From an optimization exercise on the open Yosys and OpenROAD flow, aimed at small area, a short achievable clock period and few clock cycles per item; shortcuts taken in it are not production practice. Where RTL was checked, it was by simulation tests only, not by an equivalence proof against the original. No activity file was given, so power comes from the tool's default toggle rates.

==> module rmt_wrapper, before the edit <==
module rmt_wrapper #(
    parameter int unsigned C_S_AXIS_DATA_WIDTH  = 512,
    parameter int unsigned C_S_AXIS_TUSER_WIDTH = 128,
    parameter int unsigned C_M_AXIS_DATA_WIDTH  = 512,
    parameter int unsigned C_S_AXI_DATA_WIDTH   = 32,
    parameter int unsigned C_S_AXI_ADDR_WIDTH   = 12,
    parameter logic [31:0] C_BASEADDR           = 32'h80000000,
    parameter int unsigned PHV_ADDR_WIDTH       = 4
) (
    input  logic                              clk,
    input  logic                              aresetn,
    input  logic [C_S_AXIS_DATA_WIDTH-1:0]    s_axis_tdata,
    input  logic [C_S_AXIS_DATA_WIDTH/8-1:0]  s_axis_tkeep,
    input  logic [C_S_AXIS_TUSER_WIDTH-1:0]   s_axis_tuser,
    input  logic                              s_axis_tvalid,
    output logic                              s_axis_tready,
    input  logic                              s_axis_tlast,
    output logic [C_M_AXIS_DATA_WIDTH-1:0]    m_axis_tdata,
    output logic [C_M_AXIS_DATA_WIDTH/8-1:0]  m_axis_tkeep,
    output logic [C_S_AXIS_TUSER_WIDTH-1:0]   m_axis_tuser,
    output logic                              m_axis_tvalid,
    input  logic                              m_axis_tready,
    output logic                              m_axis_tlast
);
    localparam int unsigned DATA_W  = C_M_AXIS_DATA_WIDTH;
    localparam int unsigned KEEP_W  = DATA_W / 8;
    localparam int unsigned USER_W  = C_S_AXIS_TUSER_WIDTH;
    localparam int unsigned ENTRIES = 1 << PHV_ADDR_WIDTH;
    localparam int unsigned KEY_W   = 16;
    logic unused_c;
    assign unused_c = ^{C_S_AXI_DATA_WIDTH, C_S_AXI_ADDR_WIDTH, C_BASEADDR};
    function automatic logic [7:0] pkt_byte(input logic [DATA_W-1:0] d, input int unsigned n);
        pkt_byte = d[8*n +: 8];
    endfunction
    function automatic logic [15:0] be16(input logic [DATA_W-1:0] d, input int unsigned n);
        be16 = {pkt_byte(d, n), pkt_byte(d, n + 1)};
    endfunction
    function automatic logic [31:0] be32(input logic [DATA_W-1:0] d, input int unsigned n);
        be32 = {be16(d, n), be16(d, n + 2)};
    endfunction
    logic                  beat0_q, drop_q;
    logic [KEY_W-1:0]      tbl_key_q [ENTRIES];
    logic [2:0]            tbl_code_q [ENTRIES];
    logic                  m_valid_q;
    logic [DATA_W-1:0]     m_data_q;
    logic [KEEP_W-1:0]     m_keep_q;
    logic [USER_W-1:0]     m_user_q;
    logic                  m_last_q;
    logic                  s_ready_c, accept_c;
    logic                  is_udp_c, is_cfg_c, cfg_wr_c, drop_beat_c;
    logic [KEY_W-1:0]      data_key_c;
    logic [ENTRIES-1:0]    match_c;
    logic [2:0]            hit_code_c;
    logic [4:0]            act_c;
    logic [2:0]            wr_code_c;
    logic [7:0]            wr_op_c;
    assign s_ready_c     = m_axis_tready;
    assign accept_c      = s_axis_tvalid && s_ready_c;
    assign s_axis_tready = s_ready_c;
    always_comb begin
        is_udp_c   = (be16(s_axis_tdata, 12) == 16'h8100) &&
                     (be16(s_axis_tdata, 16) == 16'h0800) &&
                     (pkt_byte(s_axis_tdata, 27) == 8'h11);
        is_cfg_c   = is_udp_c && (be16(s_axis_tdata, 40) == 16'hF1F2);
        data_key_c = be16(s_axis_tdata, 46);
    end
    logic [2:0] pc1 [8];
    logic [2:0] pc2 [4];
    logic [2:0] pc3 [2];
    logic [7:0] pm1;
    logic [3:0] pm2;
    logic [1:0] pm3;
    always_comb begin
        for (int i = 0; i < ENTRIES; i++)
            match_c[i] = (tbl_code_q[i] != 3'd0) && (tbl_key_q[i] == data_key_c);
        for (int i = 0; i < 8; i++) begin
            pm1[i] = match_c[2*i] | match_c[2*i+1];
            pc1[i] = match_c[2*i] ? tbl_code_q[2*i] : (match_c[2*i+1] ? tbl_code_q[2*i+1] : 3'd0);
        end
        for (int i = 0; i < 4; i++) begin
            pm2[i] = pm1[2*i] | pm1[2*i+1];
            pc2[i] = pm1[2*i] ? pc1[2*i] : pc1[2*i+1];
        end
        for (int i = 0; i < 2; i++) begin
            pm3[i] = pm2[2*i] | pm2[2*i+1];
            pc3[i] = pm2[2*i] ? pc2[2*i] : pc2[2*i+1];
        end
        hit_code_c = pm3[0] ? pc3[0] : pc3[1];
    end
    always_comb begin
        act_c = 5'd0;
        if (is_udp_c && s_axis_tkeep[59]) begin
            case (hit_code_c)
                3'd1: act_c = 5'b00001;
                3'd2: act_c = 5'b00010;
                3'd3: act_c = 5'b00100;
                3'd4: act_c = 5'b01000;
                3'd5: act_c = 5'b10000;
                default: act_c = 5'd0;
            endcase
        end
    end
    logic [31:0]       op_a, op_b, res;
    logic [DATA_W-1:0] mod_data_c;
    always_comb begin
        op_a = be32(s_axis_tdata, 48);
        op_b = be32(s_axis_tdata, 52);
        res  = ({32{act_c[0]}} & (op_a + op_b)) |
               ({32{act_c[1]}} & (op_a - op_b)) |
               ({32{act_c[2]}} & (op_a & op_b)) |
               ({32{act_c[3]}} & (op_a | op_b)) |
               ({32{act_c[4]}} & (op_a ^ op_b));
        mod_data_c = s_axis_tdata;
        if (beat0_q && act_c != 5'd0) begin
            for (int i = 0; i < 4; i++)
                mod_data_c[8*(56 + i) +: 8] = res[8*(3 - i) +: 8];
        end
    end
    always_comb begin
        drop_beat_c = beat0_q ? is_cfg_c : drop_q;
        cfg_wr_c    = accept_c && beat0_q && is_cfg_c;
        wr_op_c     = pkt_byte(s_axis_tdata, 49);
        if (!s_axis_tdata[8*50])
            wr_code_c = 3'd0;
        else if (wr_op_c >= 8'd1 && wr_op_c <= 8'd5)
            wr_code_c = wr_op_c[2:0];
        else
            wr_code_c = 3'd6;
    end
    always_ff @(posedge clk or posedge aresetn) begin
        if (aresetn) begin
            beat0_q   <= 1'b1;
            drop_q    <= 1'b0;
            m_valid_q <= 1'b0;
        end else if (s_ready_c) begin
            m_valid_q <= s_axis_tvalid && !drop_beat_c;
            if (s_axis_tvalid) begin
                beat0_q <= s_axis_tlast;
                drop_q  <= drop_beat_c && !s_axis_tlast;
            end
        end
    end
    always_ff @(posedge clk) begin
        if (s_ready_c) begin
            m_data_q <= mod_data_c;
            m_keep_q <= s_axis_tkeep;
            m_user_q <= s_axis_tuser;
            m_last_q <= s_axis_tlast;
        end
    end
    always_ff @(posedge clk or posedge aresetn) begin
        if (aresetn) begin
            for (int i = 0; i < ENTRIES; i++) tbl_code_q[i] <= 3'd0;
        end else if (cfg_wr_c) begin
            tbl_code_q[s_axis_tdata[8*46 +: PHV_ADDR_WIDTH]] <= wr_code_c;
        end
    end
    always_ff @(posedge clk) begin
        if (cfg_wr_c) tbl_key_q[s_axis_tdata[8*46 +: PHV_ADDR_WIDTH]] <= be16(s_axis_tdata, 47);
    end
    assign m_axis_tdata  = m_data_q;
    assign m_axis_tvalid = m_valid_q;
    assign m_axis_tkeep  = m_keep_q;
    assign m_axis_tuser  = m_user_q;
    assign m_axis_tlast  = m_last_q;
endmodule
export LEC_CHECK = 0
export ABC_AREA = 1
export ABC_CLOCK_PERIOD_IN_PS = 3000
export CAP_MARGIN = 20
export CORE_AREA = 5 5 485 485
export CTS_BUF_LIST = sky130_fd_sc_hd__clkbuf_8
export CTS_CLUSTER_DIAMETER = 60
export CTS_CLUSTER_SIZE = 16
export DIE_AREA = 0 0 490 490
export PLACE_DENSITY = 0.75
export SETUP_SLACK_MARGIN = 4.8
export SLEW_MARGIN = 20
create_clock -name core_clock -period 8.5 [get_ports {clk}]
standard.sh (not shown) runs the stock make flow with config.mk's settings and CLKGATE_MAP_FILE= SYNTH_SCRIPT=/design/flow/synth_recipe.tcl, a recipe that flattens the netlist after the stock synthesis.
==> flow/flow/run.sh <==
#!/bin/bash
# Standard ORFS layout, with the port buffers made from the smallest buffer
# cell instead of the default delay buffer. Full tool output goes to
# flow_standard.log in the work folder.
set -uo pipefail
bash standard.sh 'BUFFER_PORTS_ARGS=-buffer_cell sky130_fd_sc_hd__buf_1' finish > flow_standard.log 2>&1
Testbench counts at the start, summed over its fixed seeds: cycles 9,756, items 9,749.
Change:
--- a/flow/design.v
+++ b/flow/design.v
@@ -64,28 +64,12 @@
         is_cfg_c   = is_udp_c && (be16(s_axis_tdata, 40) == 16'hF1F2);
         data_key_c = be16(s_axis_tdata, 46);
     end
-    logic [2:0] pc1 [8];
-    logic [2:0] pc2 [4];
-    logic [2:0] pc3 [2];
-    logic [7:0] pm1;
-    logic [3:0] pm2;
-    logic [1:0] pm3;
     always_comb begin
         for (int i = 0; i < ENTRIES; i++)
             match_c[i] = (tbl_code_q[i] != 3'd0) && (tbl_key_q[i] == data_key_c);
-        for (int i = 0; i < 8; i++) begin
-            pm1[i] = match_c[2*i] | match_c[2*i+1];
-            pc1[i] = match_c[2*i] ? tbl_code_q[2*i] : (match_c[2*i+1] ? tbl_code_q[2*i+1] : 3'd0);
-        end
-        for (int i = 0; i < 4; i++) begin
-            pm2[i] = pm1[2*i] | pm1[2*i+1];
-            pc2[i] = pm1[2*i] ? pc1[2*i] : pc1[2*i+1];
-        end
-        for (int i = 0; i < 2; i++) begin
-            pm3[i] = pm2[2*i] | pm2[2*i+1];
-            pc3[i] = pm2[2*i] ? pc2[2*i] : pc2[2*i+1];
-        end
-        hit_code_c = pm3[0] ? pc3[0] : pc3[1];
+        hit_code_c = 3'd0;
+        for (int i = ENTRIES - 1; i >= 0; i--)
+            if (match_c[i]) hit_code_c = tbl_code_q[i];
     end
     always_comb begin
         act_c = 5'd0;
Wire length drops by 18%.
Cell area came out lower by 4.1%.
Non-clock buffer count is higher by 21.
Die area does not change.
Critical path depth went up by 10.
Setup slack got worse by 1.1 ns.
Synthesized area came out lower by 3.9%.
Cell count goes down by 7.0%.
Clock power decreases by 7.0%.
Sequential share of layout area came out higher by 2.2 points.
The RTL of the second run of this note was laid out without a check of its function.


Another version of the RTL of rmt_wrapper (not shown whole).
Size: roughly 3,400 cells after synthesis, ~1,000 flip-flops, ~1,400 I/O pins.
export LEC_CHECK = 0
export ABC_AREA = 1
export ABC_CLOCK_PERIOD_IN_PS = 3000
export CAP_MARGIN = 20
export CORE_AREA = 5 5 485 485
export CTS_BUF_LIST = sky130_fd_sc_hd__clkbuf_8
export CTS_CLUSTER_DIAMETER = 60
export CTS_CLUSTER_SIZE = 16
export DIE_AREA = 0 0 490 490
export PLACE_DENSITY = 0.75
export SETUP_SLACK_MARGIN = 4.8
export SLEW_MARGIN = 20
create_clock -name core_clock -period 8.5 [get_ports {clk}]
Scripts as last shown in full above: flow/flow/run.sh
The baseline completed, yet does not pass: antenna violations.
Rerun with:
--- a/flow/design.v
+++ b/flow/design.v
@@ -55,46 +55,30 @@
     logic [2:0]            wr_code_c;
     logic [7:0]            wr_op_c;
     assign s_ready_c     = m_axis_tready;
     assign accept_c      = s_axis_tvalid && s_ready_c;
     assign s_axis_tready = s_ready_c;
     always_comb begin
         is_udp_c   = (be16(s_axis_tdata, 12) == 16'h8100) &&
                      (be16(s_axis_tdata, 16) == 16'h0800) &&
                      (pkt_byte(s_axis_tdata, 27) == 8'h11);
         is_cfg_c   = is_udp_c && (be16(s_axis_tdata, 40) == 16'hF1F2);
         data_key_c = be16(s_axis_tdata, 46);
     end
-    logic [2:0] pc1 [8];
-    logic [2:0] pc2 [4];
-    logic [2:0] pc3 [2];
-    logic [7:0] pm1;
-    logic [3:0] pm2;
-    logic [1:0] pm3;
     always_comb begin
         for (int i = 0; i < ENTRIES; i++)
             match_c[i] = (tbl_code_q[i] != 3'd0) && (tbl_key_q[i] == data_key_c);
-        for (int i = 0; i < 8; i++) begin
-            pm1[i] = match_c[2*i] | match_c[2*i+1];
-            pc1[i] = match_c[2*i] ? tbl_code_q[2*i] : (match_c[2*i+1] ? tbl_code_q[2*i+1] : 3'd0);
-        end
-        for (int i = 0; i < 4; i++) begin
-            pm2[i] = pm1[2*i] | pm1[2*i+1];
-            pc2[i] = pm1[2*i] ? pc1[2*i] : pc1[2*i+1];
-        end
-        for (int i = 0; i < 2; i++) begin
-            pm3[i] = pm2[2*i] | pm2[2*i+1];
-            pc3[i] = pm2[2*i] ? pc2[2*i] : pc2[2*i+1];
-        end
-        hit_code_c = pm3[0] ? pc3[0] : pc3[1];
+        hit_code_c = 3'd0;
+        for (int i = ENTRIES - 1; i >= 0; i--)
+            if (match_c[i]) hit_code_c = tbl_code_q[i];
     end
     always_comb begin
         act_c = 5'd0;
         if (is_udp_c && s_axis_tkeep[59]) begin
             case (hit_code_c)
                 3'd1: act_c = 5'b00001;
                 3'd2: act_c = 5'b00010;
                 3'd3: act_c = 5'b00100;
                 3'd4: act_c = 5'b01000;
                 3'd5: act_c = 5'b10000;
                 default: act_c = 5'd0;
             endcase
Effect: Now the flow finished with timing, DRC and antenna clean; power went down by 1.5%; wire length came out lower by 7.1%; area after synthesis goes down by 4.5%; hold slack gets better by 0.010 ns; cell area decreases by 3.4%; non-clock buffer count came out higher by 18; via count shrinks by 7.7%; first-iteration DRC count shrinks by 8.8%; setup slack loses 0.82 ns; count of clock-buffer cells in the layout is lower by 3; utilization is lower by 0.87 points; combinational power falls by about 8%; final cell count went down by 6.6%; die area does not change.
Function was not checked in any run of this note: the RTL went through the layout flow alone.

## port drivers added, routing unchanged
Ports are ideal in the flow. The routed layouts listed here were re-timed in OpenROAD. Step 1 assumes that a clkbuf_16 drives the clock port and a buf_2 every other input. Step 2 also shifts input and output timing later by t, the mid clock arrival at the registers, as if the neighbouring blocks saw the same clock. Three values: ideal, step 1, step 2; two values: the first two.
| run | shift t [ns] | setup slack, ns | worst data-port slew with drivers (ns) |
|---|---|---|---|
| the first run of note 1 | 1.006 | 4.734 / 4.676 / 3.670 | 0.47 |
| the second run of note 1 | 0.976 | 3.604 / 3.509 / 2.533 | 0.43 |
| the first run of note 2 | 0.967 | 4.531 / 4.529 / 3.631 | 0.43 |
| the second run of note 2 | 0.984 | 3.715 / 3.758 / 2.774 | 0.48 |
For the second run of note 1, which loses most, drivers alone change the setup slack by -0.095 ns; drivers and shift together by -1.071 ns.
